Context: an optimization exercise on an open-source flow, tuned for small area, a short achievable clock period and few clock cycles per item. The choices shown serve that exercise and are no tape-out recipe. At most, simulation tests tie the RTL to the original design; equivalence was not proved. For runs 2 and 3, only the layout was checked, not whether the RTL still works. Power is estimated from default activity; no workload was simulated.

===== flow/config.mk =====
export PLATFORM = sky130hd
export DESIGN_NAME = two_priority_event_queue
export DESIGN_NICKNAME = two_priority_event_queue
export VERILOG_FILES = /design/flow/design.v
export SDC_FILE = /design/flow/constraint.sdc
export NUM_CORES = 4
export LEC_CHECK = 0
export CAP_MARGIN = 5
export CORE_MARGIN = 2
export CORE_UTILIZATION = 60
export CTS_CLUSTER_DIAMETER = 100
export CTS_CLUSTER_SIZE = 28
export SETUP_SLACK_MARGIN = 2.2
export SLEW_MARGIN = 5
export SYNTH_HIERARCHICAL = 1

===== flow/constraint.sdc =====
create_clock -name core_clock -period 4.2 [get_ports {clock}]
set_input_delay 0.8400 -clock core_clock [delete_from_list [all_inputs] [get_ports {clock}]]
set_output_delay 0.8400 -clock core_clock [all_outputs]
set_load 0.01 [all_outputs]

===== flow/design.v =====
`timescale 1ns / 1ps
package tpeq_pkg;
   localparam int DEFAULT_QUEUE_DEPTH = 16;
   localparam int ACTION_W   = 2;
   localparam int HANDLER_W  = 16;
   localparam int ARGUMENT_W = 16;
   localparam int ENTRY_W    = HANDLER_W + ARGUMENT_W;
   localparam int TOTAL_W    = 6;
   localparam int REQ_TDATA_W = 32;
   localparam int REQ_TUSER_W = 3;
   localparam int RSP_TDATA_W = 40;
   localparam int RSP_TUSER_W = 4;
   localparam logic [ACTION_W-1:0] ACT_PUSH = 2'd0;
   localparam logic [ACTION_W-1:0] ACT_POP  = 2'd1;
   localparam logic [ACTION_W-1:0] ACT_PEEK = 2'd2;
   typedef struct packed {
      logic accept;
      logic execute;
   } cmd_type;
   typedef struct packed {
      logic rsp_busy;
   } status_type;
endpackage
`timescale 1ns / 1ps
module two_priority_event_queue #(
   parameter int QUEUE_DEPTH = tpeq_pkg::DEFAULT_QUEUE_DEPTH
) (
   input  logic                             clock,
   input  logic                             reset,
   input  logic                             req_tvalid,
   output logic                             req_tready,
   input  logic [tpeq_pkg::REQ_TDATA_W-1:0] req_tdata,
   input  logic [tpeq_pkg::REQ_TUSER_W-1:0] req_tuser,
   output logic                             rsp_tvalid,
   input  logic                             rsp_tready,
   output logic [tpeq_pkg::RSP_TDATA_W-1:0] rsp_tdata,
   output logic [tpeq_pkg::RSP_TUSER_W-1:0] rsp_tuser
);
   localparam int PTR_W = $clog2(QUEUE_DEPTH);
   localparam int CNT_W = $clog2(QUEUE_DEPTH + 1);
   localparam int ENT_W = tpeq_pkg::ENTRY_W;
   localparam int TOT_W = tpeq_pkg::TOTAL_W;
   logic [ENT_W-1:0] high_mem [QUEUE_DEPTH];
   logic [ENT_W-1:0] low_mem  [QUEUE_DEPTH];
   logic [QUEUE_DEPTH-1:0] high_sel_ff;                   
   logic [QUEUE_DEPTH-1:0] low_head_ff;                   
   logic [QUEUE_DEPTH-1:0] low_sel_vec_ff;                
   logic [QUEUE_DEPTH-1:0] high_wr_ff, low_wr_ff;        
   logic [CNT_W-1:0]       high_count_ff, low_count_ff;
   logic                   high_any_ff;                   
   logic                   low_sel_ff;                    
   logic             rsp_tvalid_ff;
   logic [ENT_W-1:0] rsp_entry_ff;
   logic [TOT_W-1:0] total_ff;
   logic [3:0]       rsp_flags_ff;
   logic       accept;
   logic [1:0] action;
   logic       prio;
   logic       is_push, is_pop, is_read;
   logic       high_full, low_full, high_one, low_one, high_nearly, low_nearly;
   logic       push_ok, push_dropped, pop_ok;
   logic       high_push, low_push, high_pop, low_pop;
   logic       high_any_in, low_any_in;
   logic       entry_valid, from_high;
   logic [TOT_W-1:0] total_in;
   logic             all_empty;
   logic [2*QUEUE_DEPTH-1:0] head_sel;
   logic [ENT_W-1:0]         entry_word;
   assign req_tready = !rsp_tvalid_ff || rsp_tready;
   assign accept     = req_tvalid && req_tready;
   assign action  = req_tuser[1:0];
   assign prio    = req_tuser[2];
   assign is_push = (action == tpeq_pkg::ACT_PUSH);
   assign is_pop  = (action == tpeq_pkg::ACT_POP);
   assign is_read = (action == tpeq_pkg::ACT_POP) || (action == tpeq_pkg::ACT_PEEK);
   assign high_full = high_count_ff[CNT_W-1];
   assign low_full  = low_count_ff[CNT_W-1];
   assign high_one  = (high_count_ff == CNT_W'(1));
   assign high_nearly = (high_count_ff == CNT_W'(QUEUE_DEPTH - 1));
   assign low_nearly  = (low_count_ff == CNT_W'(QUEUE_DEPTH - 1));
   assign low_one   = (low_count_ff == CNT_W'(1));
   assign push_dropped = is_push && (prio ? high_full : low_full);
   assign push_ok      = is_push && !(prio ? high_full : low_full);
   assign pop_ok       = is_pop && (high_any_ff || low_sel_ff);
   assign high_push    = accept && push_ok && prio;
   assign low_push     = accept && push_ok && !prio;
   assign high_pop     = accept && is_pop && high_any_ff;
   assign low_pop      = accept && is_pop && low_sel_ff;
   assign high_any_in = high_push || (high_any_ff && !(high_pop && high_one));
   assign low_any_in  = low_push || ((low_count_ff != '0) && !(low_pop && low_one));
   assign head_sel = {low_sel_vec_ff, high_sel_ff};
   logic [QUEUE_DEPTH-1:0] high_sel_in, low_head_in, high_wr_in, low_wr_in;
   logic                   low_sel_in;
   always_comb begin
      if (high_pop)
         high_sel_in = high_one ? '0 : {high_sel_ff[QUEUE_DEPTH-2:0], high_sel_ff[QUEUE_DEPTH-1]};
      else if (high_push && !high_any_ff)
         high_sel_in = high_wr_ff;       
      else
         high_sel_in = high_sel_ff;
      if (high_push)
         high_wr_in = high_nearly ? '0 : {high_wr_ff[QUEUE_DEPTH-2:0], high_wr_ff[QUEUE_DEPTH-1]};
      else if (high_pop && high_full)
         high_wr_in = high_sel_ff;
      else
         high_wr_in = high_wr_ff;
      if (low_push)
         low_wr_in = low_nearly ? '0 : {low_wr_ff[QUEUE_DEPTH-2:0], low_wr_ff[QUEUE_DEPTH-1]};
      else if (low_pop && low_full)
         low_wr_in = low_head_ff;
      else
         low_wr_in = low_wr_ff;
   end
   assign low_head_in = low_pop ? {low_head_ff[QUEUE_DEPTH-2:0], low_head_ff[QUEUE_DEPTH-1]}
                                : low_head_ff;
   assign low_sel_in  = !high_any_in && low_any_in;
   for (genvar b = 0; b < ENT_W; b++) begin : g_rd
      logic [2*QUEUE_DEPTH-1:0] column;
      for (genvar i = 0; i < QUEUE_DEPTH; i++) begin : g_col
         assign column[i]               = high_mem[i][b];
         assign column[QUEUE_DEPTH + i] = low_mem[i][b];
      end
      tpeq_read_bit #(.N(2*QUEUE_DEPTH)) u_rd (
         .sel  (head_sel),
         .data (column),
         .en   (is_read),
         .bit_o(entry_word[b])
      );
   end
   assign entry_valid = is_read && (high_any_ff || low_sel_ff);
   assign from_high   = is_read && high_any_ff;
   assign total_in = push_ok ? total_ff + 1'b1 :
                     pop_ok  ? total_ff - 1'b1 : total_ff;
   assign all_empty = !push_ok && (pop_ok ? (total_ff == TOT_W'(1)) : (total_ff == '0));
   always_ff @(posedge clock) begin
      for (int i = 0; i < QUEUE_DEPTH; i++) begin
         if (high_wr_ff[i]) high_mem[i] <= req_tdata;
         if (low_wr_ff[i])  low_mem[i]  <= req_tdata;
      end
   end
   always_ff @(posedge clock) begin
      if (reset) begin
         high_sel_ff    <= '0;
         low_head_ff    <= QUEUE_DEPTH'(1);
         low_sel_vec_ff <= '0;
         high_wr_ff    <= QUEUE_DEPTH'(1);
         low_wr_ff     <= QUEUE_DEPTH'(1);
         high_count_ff <= '0;
         low_count_ff  <= '0;
         high_any_ff   <= 1'b0;
         low_sel_ff    <= 1'b0;
         total_ff      <= '0;
         rsp_tvalid_ff <= 1'b0;
      end else begin
         high_wr_ff <= high_wr_in;
         low_wr_ff  <= low_wr_in;
         high_sel_ff    <= high_sel_in;
         low_head_ff    <= low_head_in;
         low_sel_vec_ff <= low_head_in & {QUEUE_DEPTH{low_sel_in}};
         if (high_push)     high_count_ff <= high_count_ff + 1'b1;
         else if (high_pop) high_count_ff <= high_count_ff - 1'b1;
         if (low_push)      low_count_ff <= low_count_ff + 1'b1;
         else if (low_pop)  low_count_ff <= low_count_ff - 1'b1;
         high_any_ff <= high_any_in;
         low_sel_ff  <= low_sel_in;
         if (accept) total_ff <= total_in;
         if (accept) rsp_tvalid_ff <= 1'b1;
         else if (rsp_tready) rsp_tvalid_ff <= 1'b0;
      end
   end
   logic [ENT_W+3:0] rsp_in;
   tpeq_hold #(.W(ENT_W + 4)) u_rsp_hold (
      .load (accept),
      .d    ({all_empty, push_dropped, from_high, entry_valid, entry_word}),
      .q    ({rsp_flags_ff, rsp_entry_ff}),
      .d_out(rsp_in)
   );
   always_ff @(posedge clock) begin
      {rsp_flags_ff, rsp_entry_ff} <= rsp_in;
   end
   assign rsp_tvalid = rsp_tvalid_ff;
   assign rsp_tdata  = {2'b00, total_ff, rsp_entry_ff};
   assign rsp_tuser  = rsp_flags_ff;
endmodule
module tpeq_read_bit #(
   parameter int N = 32
) (
   input  logic [N-1:0] sel,
   input  logic [N-1:0] data,
   input  logic         en,
   output logic         bit_o
);
   localparam int G3 = N / 3;
   localparam int R  = N - 3 * G3;
   localparam int G  = G3 + ((R != 0) ? 1 : 0);
   logic [G-1:0] none;
   for (genvar g = 0; g < G3; g++) begin : g_aoi
      tpeq_aoi222 u_aoi (
         .a1(sel[3*g]),   .a2(data[3*g]),
         .b1(sel[3*g+1]), .b2(data[3*g+1]),
         .c1(sel[3*g+2]), .c2(data[3*g+2]),
         .y (none[g])
      );
   end
   if (R == 2) begin : g_r2
      tpeq_aoi22 u_aoi (
         .a1(sel[N-2]), .a2(data[N-2]),
         .b1(sel[N-1]), .b2(data[N-1]),
         .y (none[G-1])
      );
   end else if (R == 1) begin : g_r1
      assign none[G-1] = !(sel[N-1] && data[N-1]);
   end
   assign bit_o = en && !(&none);
endmodule
module tpeq_aoi222 (
   input  logic a1, a2, b1, b2, c1, c2,
   output logic y
);
   assign y = !((a1 && a2) || (b1 && b2) || (c1 && c2));
endmodule
module tpeq_aoi22 (
   input  logic a1, a2, b1, b2,
   output logic y
);
   assign y = !((a1 && a2) || (b1 && b2));
endmodule
module tpeq_hold #(
   parameter int W = 1
) (
   input  logic         load,
   input  logic [W-1:0] d,
   input  logic [W-1:0] q,
   output logic [W-1:0] d_out
);
   assign d_out = load ? d : q;
endmodule

===== flow/run.sh =====
#!/bin/bash
# synth_recipe.tcl (not shown) runs the flow's synth.tcl, then flattens the netlist and writes it again
# the make line also repeats each setting of config.mk as NAME=value (left out here)
make -C /OpenROAD-flow-scripts/flow DESIGN_CONFIG=/design/flow/config.mk WORK_HOME=/design/flow/orfs CLKGATE_MAP_FILE= SYNTH_SCRIPT=/design/flow/synth_recipe.tcl finish

==> flow_metrics.env, run 1 <==
export IMPL_die_y_um=265.9
export IMPL_path_cells="nand2b_4, buf_6"
export IMPL_worstReg2RegStart="high_sel_ff[12]$_SDFFE_PP0P_"
export IMPL_ys_warn_count=9
export IMPL_drt_first_pass_iters=8
export IMPL_pwr_density_cell_mw_per_mm2=431.7
export IMPL_drive_gt1_share_pct=21.35
export IMPL_min_period_ps=2024
export IMPL_synth_edf_count=1024
export IMPL_grt_pass1_vias=22946
export IMPL_worst_pin_slew_ps=1156
export IMPL_finClkSkew_ps=35.48
export IMPL_initialDrtViolationCount=4590
export IMPL_critPathLaunchType="flop"
export IMPL_layoutNonFillerInstCount=3267
export IMPL_cts_buffer_depth=3
export IMPL_clock_latency_ps=680
export IMPL_dieArea_mm2=0.07070
export IMPL_path_clk_slew_ps=110
export IMPL_path_depth=2
export IMPL_syn_area_mm2=0.04115
export IMPL_dp_cells=3098
export IMPL_grt_antenna_before_repair=1
export IMPL_tns_ps=0
export IMPL_setup_viol=0
export IMPL_slowest_stage="dfxtp_2"
export IMPL_grt_ovfl_total=0
export IMPL_cts_made_buffers=47
export IMPL_slew_violations=0
export IMPL_synth_async_sr_flop_share_pct=0
export IMPL_row_count=96
export IMPL_start_util_pct=60.32
export IMPL_final_nets=2399
export IMPL_cts_max_level=2
export IMPL_path_buf_inv=1
export IMPL_hp_start="rsp_entry_ff[3]$_DFF_P_"
export IMPL_hold_path_class="reg -> reg"
export IMPL_crit_arrival_ps=1180
export IMPL_crit_family="flip-flops"
export IMPL_via_count=23958
export IMPL_worstPathMaxFanout=2
export IMPL_die_w_um=265.9
export IMPL_p_leak_uw=0.01456
export IMPL_relSlewSlack_pct=22.71
export IMPL_rsz0062_at_grt="true"
export IMPL_clock_sinks=1159
export IMPL_rr_worst_depth=5
export IMPL_crit_type="reg -> out"
export IMPL_grt_first_pass_wirelength_um=167200
export IMPL_root_buffer="clkbuf_16"
export IMPL_critPathMaxStageDelay_ps=360
export IMPL_status="no timing/DRC/antenna violations"
export IMPL_r2r_setup_slack_ps=2180
export IMPL_min_to="rsp_entry_ff[3]$_DFF_P_"
export IMPL_synth_distinct_cells=60
export IMPL_endpoint_kind="output port"
export IMPL_wl_um=120800
export IMPL_ant_nets=0
export IMPL_wl_per_cell_um=36.97
export IMPL_vias_per_cell=7.333
export IMPL_max_cap_viol_count=0
export IMPL_track_usage_pct=33.87
export IMPL_ctsHoldBuffers=0
export IMPL_boundaryPins=85
export IMPL_synth_avg_cell_area_um2=19.49
export IMPL_min_path_cells=1
export IMPL_finalHoldViolations=0
export IMPL_netlist_instances=2112
export IMPL_synth_seq_cells=1159
export IMPL_r2r_end="rsp_entry_ff[0]$_DFF_P_"
export IMPL_area_growth_pct=12.33
export IMPL_cts_tree="built"
export IMPL_gp_congestion=0.7825
export IMPL_finalCritPeriodShare_pct=48.19
export IMPL_fmax_mhz=494.1
export IMPL_drc_errors=0
export IMPL_port_buffers=82
export IMPL_dpl_hpwl_um=62610
export IMPL_grt_max_degree=59
export IMPL_fp_coreArea_mm2=0.06823
export IMPL_vdd_ir_drop_worst_uv=377.8
export IMPL_synthFlopType="edfxtp_1"
export IMPL_critical_path_required_ps=3360
export IMPL_ys_seq_area_share_pct=81.28
==> flip-flops by register name (all words and copies together), names as in the netlist, 5 cells and up <==
| name | flops |
|---|---|
| high_mem | 512 |
| rsp_entry_ff | 32 |
| total_ff | 6 |
| low_head_ff | 16 |
| high_wr_ff | 16 |
| high_sel_ff | 16 |
| low_wr_ff | 16 |
| low_count_ff | 5 |
| high_count_ff | 5 |
| low_sel_vec_ff | 16 |
| low_mem | 512 |
==> per-module statistics from Yosys, one instance, submodules excluded, a selection <==
module / cells inside / area [um^2] / copies in the design
tpeq_aoi22: 1 / 12.51 / 32
two_priority_event_queue: 1592 / 36120 / 1
tpeq_aoi222: 1 / 10.01 / 320
==> cells in the final DEF (no fill, tap or decap), drive strengths merged, types with 2 or more instances in the layout <==
master / count
nor4: 3
clkinv: 2
dlygate4sd2: 2
nor2: 64
xnor2: 4
nor3: 36
buf: 188
edfxtp: 1024
nand3: 41
clkbuf: 87
ha: 14
a222oi: 320
mux2: 42
a211oi: 32
nand4: 71
a211o: 2
a31oi: 3
a22oi: 32
a221oi: 15
dfxtp: 135
nor3b: 33
o21ai: 6
o31a: 32
and2: 18
nor2b: 7
mux2i: 4
nand2: 43
conb: 2
a21oi: 46
nor4b: 2
clkdlybuf4s50: 32
inv: 16
o21a: 2
and3: 7
or3: 2
and4: 2
nand2b: 3
==> through the flow <==
| stage | setup slack [ps] | total power, uW | hold slack, ps | cell area [um^2] | util (%) |
|---|---|---|---|---|---|
| 2_1_floorplan | 2067 | 13780 | 456.4 | 41460 | - |
| 3_3_place_gp | 1019 | 14440 | 471.6 | 43590 | 63.90 |
| 3_5_place_dp | 979.2 | 14480 | 469.3 | 43590 | 63.90 |
| 4_1_cts | 2042 | 19940 | 485.4 | 45800 | 67.13 |
| 5_1_grt | 2128 | 20440 | 495.9 | 46230 | 67.75 |
| 6_report | 2176 | 19960 | 484.5 | 46230 | 67.76 |
==> worst max-delay path by stage <==
| stage | startpoint | end | slack (ps) |
|---|---|---|---|
| 2_1_floorplan | req_tuser[1] | high_sel_ff[14]$_SDFFE_PP0P_ | 2070 |
| 3_3_place_gp | rsp_tready | req_tready | 1020 |
| 3_5_place_dp | req_tuser[1] | low_wr_ff[15]$_SDFFE_PP0P_ | 980 |
| 4_1_cts | rsp_tready | req_tready | 2040 |
| 5_1_grt | high_sel_ff[0]$_SDFFE_PP0P_ | rsp_entry_ff[21]$_DFF_P_ | 2130 |
| 6_report | rsp_tvalid_ff$_SDFFE_PP0P_ | req_tready | 2180 |
==> routing by layer <==
layer	global-route usage, %	part of all wire [%]
met5	0	0
met4	11.90	3.7
met3	5.444	10
met2	55.99	49
met1	46.30	37
==> logic make-up (layout without fill, tap and decap cells) <==
group	count (synthesis)	count (layout)	share of synthesized area, %
flip-flops	1159	1159	81.28
AO/OA/AOI/OAI	494	494	11.33
AND/OR/NAND/NOR	333	335	4.460
buffers and inverters	60	329	0.8634
multiplexers	46	46	1.520
adder cells (fa/ha/maj)	14	14	0.4256
XOR/XNOR	5	5	0.1064
other	1	3	0.009112
==> synth_stat cells, types with 14 or more instances <==
master       n  area share (%)
nand2_1     42            0.38
nand3_1     40            0.49
dfxtp_1    135             6.6
a21oi_1     44            0.54
edfxtp_1  1024              75
and2_1      18            0.27
clkbuf_1    14            0.13
nor3_1      36            0.44
a211oi_1    24            0.44
a221oi_1    15            0.32
buf_2       17            0.21
o31a_1      32            0.68
mux2_4      30             1.1
ha_1        14            0.43
a222oi_1   320             7.8
inv_1       14            0.13
nor2_1      63            0.57
nand4_1     69             1.0
a22oi_2     32            0.97
nor3b_1     28            0.51
==> timing repair <==
item | 4_1_cts | 5_1_grt
resized for setup | 324 | 39
endpoints found under the setup margin | 168 | 105
buffers inserted | 53 | 21
pin swaps | 39 | 46
gates cloned | 4 | 3
==> final cells by class <==
cell class / instances / area [um^2]
timing repair buffer: 228 / 2270
inverter: 14 / 70.07
tap: 882 / 1104
fill: 4513 / 22000
clock buffer: 82 / 1329
sequential: 1159 / 33660
multi-input combinational: 896 / 7719
antenna: 1 / 2.502
clock inverter: 5 / 72.57
==> power breakdown <==
part / total [uW] / switching (uW) / internal [uW] / leakage (uW)
registers: 13100 / 229 / 12900 / 0.0105
clock network: 5650 / 3390 / 2270 / 0.000666
logic: 1180 / 725 / 456 / 0.00338
total: 20000 / 4340 / 15600 / 0.0146
Testbench counts, summed over its fixed seeds: cycles 24,008, items 24,000.
==> run 2: changes to the inputs <==
--- a/flow/design.v
+++ b/flow/design.v
@@ -168,13 +168,17 @@
          else if (rsp_tready) rsp_tvalid_ff <= 1'b0;
       end
    end
-   logic [ENT_W+3:0] rsp_in;
-   tpeq_hold #(.W(ENT_W + 4)) u_rsp_hold (
-      .load (accept),
-      .d    ({all_empty, push_dropped, from_high, entry_valid, entry_word}),
-      .q    ({rsp_flags_ff, rsp_entry_ff}),
-      .d_out(rsp_in)
-   );
+   logic [ENT_W+3:0] rsp_in, rsp_new, rsp_q;
+   assign rsp_new = {all_empty, push_dropped, from_high, entry_valid, entry_word};
+   assign rsp_q   = {rsp_flags_ff, rsp_entry_ff};
+   for (genvar b = 0; b < ENT_W + 4; b++) begin : g_hold
+      tpeq_hold u_rsp_hold (
+         .load (accept),
+         .d    (rsp_new[b]),
+         .q    (rsp_q[b]),
+         .d_out(rsp_in[b])
+      );
+   end
    always_ff @(posedge clock) begin
       {rsp_flags_ff, rsp_entry_ff} <= rsp_in;
    end
@@ -192,7 +196,7 @@
 );
    localparam int G3 = N / 3;
    localparam int R  = N - 3 * G3;
-   localparam int G  = G3 + ((R != 0) ? 1 : 0);
+   localparam int G  = G3 + R;
    logic [G-1:0] none;
    for (genvar g = 0; g < G3; g++) begin : g_aoi
       tpeq_aoi222 u_aoi (
@@ -202,14 +206,8 @@
          .y (none[g])
       );
    end
-   if (R == 2) begin : g_r2
-      tpeq_aoi22 u_aoi (
-         .a1(sel[N-2]), .a2(data[N-2]),
-         .b1(sel[N-1]), .b2(data[N-1]),
-         .y (none[G-1])
-      );
-   end else if (R == 1) begin : g_r1
-      assign none[G-1] = !(sel[N-1] && data[N-1]);
+   for (genvar r = 0; r < R; r++) begin : g_rest
+      assign none[G3 + r] = !(sel[3*G3 + r] && data[3*G3 + r]);
    end
    assign bit_o = en && !(&none);
 endmodule
@@ -219,19 +217,11 @@
 );
    assign y = !((a1 && a2) || (b1 && b2) || (c1 && c2));
 endmodule
-module tpeq_aoi22 (
-   input  logic a1, a2, b1, b2,
-   output logic y
-);
-   assign y = !((a1 && a2) || (b1 && b2));
-endmodule
-module tpeq_hold #(
-   parameter int W = 1
-) (
-   input  logic         load,
-   input  logic [W-1:0] d,
-   input  logic [W-1:0] q,
-   output logic [W-1:0] d_out
+module tpeq_hold (
+   input  logic load,
+   input  logic d,
+   input  logic q,
+   output logic d_out
 );
    assign d_out = load ? d : q;
 endmodule
==> run 2 against run 1 <==
  * Flip-flop and latch count stayed put
  * Maximum frequency is 5.7% lower
  * Sequential power hardly changed
  * Global-route usage is 0.53 points lower
  * Sequential share of layout area hardly changed
  * Critical path type is now reg -> reg
  * Synthesized area is 0.64% lower
  * Clock-buffer cell count is 4 higher
  * Utilization is 0.93 points higher
  * Clock skew is 8.3 ps lower
  * Largest power group unchanged
  * Cell count is 0.24% lower
  * Total power is 0.35% lower
==> flow_metrics.env, run 2 <==
export IMPL_clock_sinks=1159
export IMPL_slew_violations=0
export IMPL_max_cap_viol_count=0
export IMPL_drive_gt1_share_pct=19.13
export IMPL_path_clk_slew_ps=110
export IMPL_status="no timing/DRC/antenna violations"
export IMPL_r2r_setup_slack_ps=2050
export IMPL_dp_cells=3097
export IMPL_power_uw=19880
export IMPL_relSlewSlack_pct=10.33
export IMPL_grt_ovfl_total=0
export IMPL_grt_max_degree=100
export IMPL_grt_first_pass_wirelength_um=164600
export IMPL_wl_um=118300
export IMPL_start_util_pct=60.78
export IMPL_crit_type="reg -> reg"
export IMPL_cts_tree="built"
export IMPL_ys_warn_count=9
export IMPL_yosys_top_cells_area="edfxtp_1 (75%), a222oi_1 (7.8%), dfxtp_1 (6.6%)"
export IMPL_grt_antenna_before_repair=4
export IMPL_final_util_pct=68.69
export IMPL_vdd_ir_drop_worst_uv=488.5
export IMPL_finalCritPeriodShare_pct=51.10
export IMPL_row_count=95
export IMPL_port_buffers=82
export IMPL_synth_seq_cells=1159
export IMPL_finalHoldViolations=0
export IMPL_endpoint_kind="flop"
export IMPL_mostFrequentLayoutCells="edfxtp_1 (1,024), a222oi_1 (320), nor2_1 (95)"
export IMPL_synth_edf_count=1024
export IMPL_grt_pass1_vias=22722
export IMPL_drt_first_pass_iters=7
export IMPL_yosysMostFrequentCell="edfxtp_1"
export IMPL_cts_buffer_depth=3
export IMPL_gp_congestion=0.7951
export IMPL_track_usage_pct=33.34
export IMPL_synth_async_sr_flop_share_pct=0
export IMPL_fp_coreArea_mm2=0.06728
export IMPL_p_leak_uw=0.01486
export IMPL_synthFlopType="edfxtp_1"
export IMPL_setup_viol=0
export IMPL_fmax_mhz=466.0
export IMPL_drc_errors=0
export IMPL_area_growth_pct=13.02
export IMPL_worstPathMaxFanout=8
export IMPL_cts_max_level=2
export IMPL_synth_avg_cell_area_um2=19.39
export IMPL_ys_seq_area_share_pct=81.81
export IMPL_finClkSkew_ps=27.18
export IMPL_layoutNonFillerInstCount=3259
export IMPL_synth_top_area_share_pct=75.20
export IMPL_yosys_top_cells_count="edfxtp_1 (1,024), a222oi_1 (320), dfxtp_1 (135)"
export IMPL_clock_latency_ps=640
export IMPL_syn_area_mm2=0.04089
export IMPL_die_y_um=265.1
export IMPL_yosysTopAreaCell="edfxtp_1"
export IMPL_via_count=23816
export IMPL_final_nets=2399
export IMPL_min_period_ps=2146
export IMPL_die_w_um=265.1
export IMPL_rsz0062_at_grt="true"
export IMPL_crit_arrival_ps=2710
export IMPL_vias_per_cell=7.308
export IMPL_critical_path_required_ps=4760
export IMPL_ant_nets=0
export IMPL_dieArea_mm2=0.07026
export IMPL_boundaryPins=85
export IMPL_initialDrtViolationCount=4653
export IMPL_hold_path_class="reg -> reg"
export IMPL_tns_ps=0
export IMPL_dpl_hpwl_um=60630
export IMPL_critPathLaunchType="flop"
export IMPL_final_common_cell="edfxtp_1"
export IMPL_netlist_instances=2109
export IMPL_wl_per_cell_um=36.29
export IMPL_worst_pin_slew_ps=1341
export IMPL_pwr_density_cell_mw_per_mm2=430.3
export IMPL_synth_distinct_cells=52
export IMPL_root_buffer="clkbuf_16"
export IMPL_cts_made_buffers=47
==> run 2: cell types whose count changed after synthesis, sizes merged, moves of 19 or more <==
cell   before  now
a22oi      32    0
nor2       64   95
a22o        0   32
buf        32   13
o31a       32    0
a21oi      46   25
o41a        0   32
==> run 2: what timing repair did <==
action / in CTS / in global routing
hold buffers: 0 / 0
pin swaps: 90 / 55
setup endpoints to repair: 174 / 108
buffers inserted: 57 / 3
gates resized for setup: 383 / 39
gates cloned: 9 / 4
==> run 2: logic make-up after synthesis <==
logic type,after synthesis,share of synthesized area [%]
and+or+nand+nor,346,4.363
buffers and inverters,60,0.6058
adders and majority gates,14,0.4284
xor gates and xnor gates,9,0.1928
other,1,0.009171
AOI/OAI and AO/OA,461,10.70
DFF,1159,81.81
muxes,59,1.891
==> run 2: path summary, 6_finish.rpt <==
path,end,start,cells after the start
setup / recovery,low_sel_vec_ff[12]$_SDFF_PP0_,high_count_ff[1]$_SDFFE_PP0P_,8
setup reg to reg,low_sel_vec_ff[12]$_SDFF_PP0_,high_count_ff[1]$_SDFFE_PP0P_,8
hold / removal,rsp_entry_ff[4]$_DFF_P_,rsp_entry_ff[4]$_DFF_P_,1
hold reg to reg,rsp_entry_ff[4]$_DFF_P_,rsp_entry_ff[4]$_DFF_P_,1
==> run 2: power by group <==
group / internal (uW) / switching, uW / leakage (uW)
registers: 12900 / 210 / 0.0105
logic: 449 / 722 / 0.00368
clock network: 2270 / 3330 / 0.000666
==> run 2: worst max-delay path, cell delays in order (launching register included) <==
cell       delay, ps
dfxtp_4          370
inv_4             60
ha_4             110
or4b_4           470
or4_4            450
a21boi_4         180
o21ai_4          120
clkbuf_16        190
nor3_2           110
==> run 2: cell type report <==
type                            count  area (um^2)
Tap cell                          873         1092
Antenna cell                        2        5.005
Clock buffer                       86         1386
Inverter                           19        96.34
Sequential cell                  1159        33650
Fill cell                        4356        21060
Clock inverter                      1        16.27
Multi-Input combinational cell    893         7585
Timing Repair Buffer              226         2386
==> run 2: per-module statistics from Yosys (local to each module, per instance), a selection <==
module | cells inside | times used | cell area (um^2) | flops+latches
tpeq_aoi222 | 1 | 320 | 10.01 | 0
tpeq_hold | 1 | 36 | 15.01 | 0
two_priority_event_queue | 1593 | 1 | 35990 | 1159
==> run 2: metrics by stage <==
step / setup slack [ps] / hold slack [ps] / area (um^2)
after floorplan: 1406 / 486.0 / 41080
after global placement: 799.9 / 467.8 / 43360
after detailed placement: 688.6 / 475.2 / 43360
after CTS: 2032 / 485.2 / 45960
after global routing: 2011 / 498.2 / 46210
final: 2054 / 484.8 / 46210
==> run 2: routing by layer <==
layer | vias up | part of all wire [%] | global-route usage, % | wire length, um
li1 | 9798 | - | - | -
met1 | 12222 | 38 | 47.94 | 45070
met2 | 1584 | 47 | 53.66 | 56090
met3 | 206 | 11 | 5.629 | 13460
met4 | 6 | 3.1 | 9.360 | 3616
met5 | - | 0.032 | 0 | 38
==> run 3: changes to the inputs <==
--- a/flow/config.mk
+++ b/flow/config.mk
@@ -10,6 +10,6 @@
 export CORE_UTILIZATION = 60
 export CTS_CLUSTER_DIAMETER = 100
 export CTS_CLUSTER_SIZE = 28
-export SETUP_SLACK_MARGIN = 2.2
+export SETUP_SLACK_MARGIN = 2.25
 export SLEW_MARGIN = 5
 export SYNTH_HIERARCHICAL = 1
==> run 3 against run 2 <==
  * Wire length rose by 2.3%
  * Clock-buffer cell count fell by 3
  * Still clean on timing, DRC and antenna
  * Sequential power barely moved
  * Total power barely moved
  * Largest power group unchanged
  * Highest routed layer unchanged
==> flow_metrics.env, run 3 <==
export IMPL_finalHoldViolations=0
export IMPL_min_path_cells=1
export IMPL_dpl_hpwl_um=61060
export IMPL_vias_per_cell=7.390
export IMPL_grt_ovfl_total=0
export IMPL_final_common_cell="edfxtp_1"
export IMPL_tns_ps=0
export IMPL_synthFlopType="edfxtp_1"
export IMPL_critPathMaxStageDelay_ps=340
export IMPL_grt_first_pass_wirelength_um=163900
export IMPL_netlist_instances=2109
export IMPL_die_y_um=265.1
export IMPL_fmax_mhz=470.3
export IMPL_yosysTopAreaCell="edfxtp_1"
export IMPL_r2r_end="rsp_entry_ff[21]$_DFF_P_"
export IMPL_clock_latency_ps=650
export IMPL_final_nets=2422
export IMPL_synth_avg_cell_area_um2=19.39
export IMPL_status="no timing/DRC/antenna violations"
export IMPL_setup_viol=0
export IMPL_yosys_top_cells_count="edfxtp_1 (1,024), a222oi_1 (320), dfxtp_1 (135)"
export IMPL_ys_seq_area_share_pct=81.81
export IMPL_seq_area_mm2=0.03366
export IMPL_power_uw=19890
export IMPL_crit_type="reg -> out"
export IMPL_synth_top_area_share_pct=75.20
export IMPL_synth_edf_count=1024
export IMPL_via_count=24233
export IMPL_yosysMostFrequentCell="edfxtp_1"
export IMPL_slew_violations=0
export IMPL_endpoint_kind="output port"
export IMPL_finalCritPeriodShare_pct=50.63
export IMPL_crit_arrival_ps=1290
export IMPL_multi_input_area_mm2=0.007629
export IMPL_start_util_pct=60.78
export IMPL_cts_made_buffers=47
export IMPL_r2r_setup_slack_ps=2090
export IMPL_rr_worst_depth=6
export IMPL_nFillCells=4280
export IMPL_row_count=95
export IMPL_cts_max_level=2
export IMPL_critPathLaunchType="flop"
export IMPL_initialDrtViolationCount=4540
export IMPL_grt_max_degree=100
export IMPL_relSlewSlack_pct=14.67
export IMPL_fp_coreArea_mm2=0.06728
export IMPL_finClkSkew_ps=26.75
export IMPL_rsz0062_at_grt="true"
export IMPL_gp_congestion=0.8121
export IMPL_die_w_um=265.1
export IMPL_setup_ws_ps=2074
export IMPL_dieArea_mm2=0.07026
export IMPL_mostFrequentLayoutCells="edfxtp_1 (1,024), a222oi_1 (320), buf_4 (101)"
export IMPL_hold_path_class="reg -> reg"
export IMPL_pwr_density_cell_mw_per_mm2=426.2
export IMPL_max_cap_viol_count=0
export IMPL_wl_um=121000
export IMPL_p_leak_uw=0.01507
export IMPL_syn_area_mm2=0.04089
export IMPL_worst_pin_slew_ps=1280
export IMPL_grt_pass1_vias=23315
export IMPL_worstPathMaxFanout=2
export IMPL_clock_sinks=1159
export IMPL_synth_distinct_cells=52
export IMPL_ctsHoldBuffers=0
export IMPL_critical_path_required_ps=3360
export IMPL_drive_gt1_share_pct=20.17
export IMPL_cts_buffer_depth=3
export IMPL_track_usage_pct=32.95
export IMPL_root_buffer="clkbuf_16"
export IMPL_wl_per_cell_um=36.91
export IMPL_hp_start="rsp_flags_ff[0]$_DFF_P_"
export IMPL_synth_async_sr_flop_share_pct=0
export IMPL_area_growth_pct=14.13
export IMPL_drc_errors=0
export IMPL_ant_nets=0
export IMPL_drt_first_pass_iters=8
export IMPL_boundaryPins=85
export IMPL_yosys_top_cells_area="edfxtp_1 (75%), a222oi_1 (7.8%), dfxtp_1 (6.6%)"
export IMPL_ys_warn_count=9
export IMPL_path_clk_slew_ps=110
export IMPL_worstReg2RegStart="low_sel_vec_ff[8]$_SDFF_PP0_"
export IMPL_min_to="rsp_flags_ff[0]$_DFF_P_"
export IMPL_grt_antenna_before_repair=2
export IMPL_cts_tree="built"
export IMPL_path_cells="nor2b_4, inv_4, buf_6"
export IMPL_vdd_ir_drop_worst_uv=477.2
export IMPL_min_period_ps=2126
export IMPL_synth_seq_cells=1159
export IMPL_slowest_stage="dfxtp_2"
export IMPL_dp_slack_ps=563.6
export IMPL_port_buffers=82
run 3: area by class of cell:
cell class	count	share of cell area, %
Multi-Input combinational cell	892	16.35
Tap cell	873	2.340
Antenna cell	1	0.005362
Inverter	19	0.2011
Clock inverter	2	0.06166
Timing Repair Buffer	250	6.118
Sequential cell	1159	72.12
Clock buffer	83	2.810
run 3: worst max-delay path: cells and delay by family (launching register included):
family        cells  cell delay [ps]
buf+inv           2              150
flops             1              340
simple gates      1              160
run 3: timing repair:
item                       in CTS  in global routing
setup buffers                  51                 29
pin swaps                     113                 85
gates resized for setup       399                 66
setup endpoints to repair     175                130
gates cloned                    7                 11
run 3: Yosys stat by module (local to each module, per instance), a selection:
module                    flops+latches  cells inside  times used
tpeq_aoi222                           0             1         320
two_priority_event_queue           1159          1593           1
tpeq_hold                             0             1          36
run 3: layer usage:
layer	GRT usage, %	vias to the layer above	wire [um]
met3	6.240	213	15000
met5	0	-	29
li1	-	9842	-
met1	47.23	12537	45280
met2	52.32	1637	56640
met4	9.910	4	4070
run 3: report_power, final:
part | internal (uW) | switching, uW | total, uW
Combinational | 510 | 735 | 1240
Sequential | 12900 | 232 | 13100
Clock | 2170 | 3350 | 5520
run 3: cell families after synthesis:
logic type	count (synthesis)	synth area share, %
AND/OR/NAND/NOR	346	4.363
other	1	0.009171
multiplexers	59	1.891
adder cells (fa/ha/maj)	14	0.4284
XOR/XNOR	9	0.1928
AO/OA/AOI/OAI	461	10.70
flip-flops	1159	81.81
buffers and inverters	60	0.6058
run 3: how the worst max path moves through the flow:
stage / depth (start not counted) / from / slack (ps) / to
floorplan: 9 / rsp_tready / 1410 / low_sel_vec_ff[10]$_SDFF_PP0_
global placement: 9 / req_tuser[1] / 730 / high_wr_ff[2]$_SDFFE_PP0P_
detailed placement: 9 / req_tuser[1] / 560 / high_wr_ff[0]$_SDFFE_PP1P_
CTS: 3 / rsp_tvalid_ff$_SDFFE_PP0P_ / 2050 / req_tready
global route: 8 / high_count_ff[1]$_SDFFE_PP0P_ / 2000 / low_sel_vec_ff[5]$_SDFF_PP0_
finish: 3 / rsp_tvalid_ff$_SDFFE_PP0P_ / 2070 / req_tready
run 3: through the flow:
stage	hold WS [ps]	cells	utilization [%]	area (um^2)
finish	487.7	3279	69.37	46670
global route	496.9	3278	69.37	46670
CTS	486.8	3238	68.09	45810
detailed placement	470.4	3095	64.43	43350
global placement	471.8	3095	64.43	43350
floorplan	486.0	2110	-	41110

==> afterwards: timing with drivers on the ports <==
The results above use ideal ports. As a check the final layouts listed here were re-extracted and re-timed, cells and wires unchanged. Step 1, drivers: a clkbuf_16 drives clock and a buf_2 each remaining input, both assumed. Step 2 adds t to the input delays and takes it off the output delays; t is the mean of the earliest and latest rising clock arrival at the registers after step 1. Input paths then give back, and output paths get back, about the clock's delay inside the block. Three values: ideal ports, drivers, drivers and shift; two values: the first two.
run | t, ns | setup WS [ns] | worst setup path after step 2 | latest minus earliest clock arrival (ns) | worst data-port slew with drivers (ns)
run 1 | 0.726 | 2.176 / 2.105 / 1.551 | input to register | 0.045 / 0.045 | 0.10
run 2 | 0.698 | 2.054 / 1.988 / 1.464 | input to register | 0.028 / 0.028 | 0.15
run 3 | 0.703 | 2.074 / 2.004 / 1.518 | input to register | 0.035 / 0.035 | 0.11
After both steps every run listed still meets setup and hold. The setup slack of run 1, which loses most, moves by -0.071 ns with the drivers and by -0.625 ns with both steps.
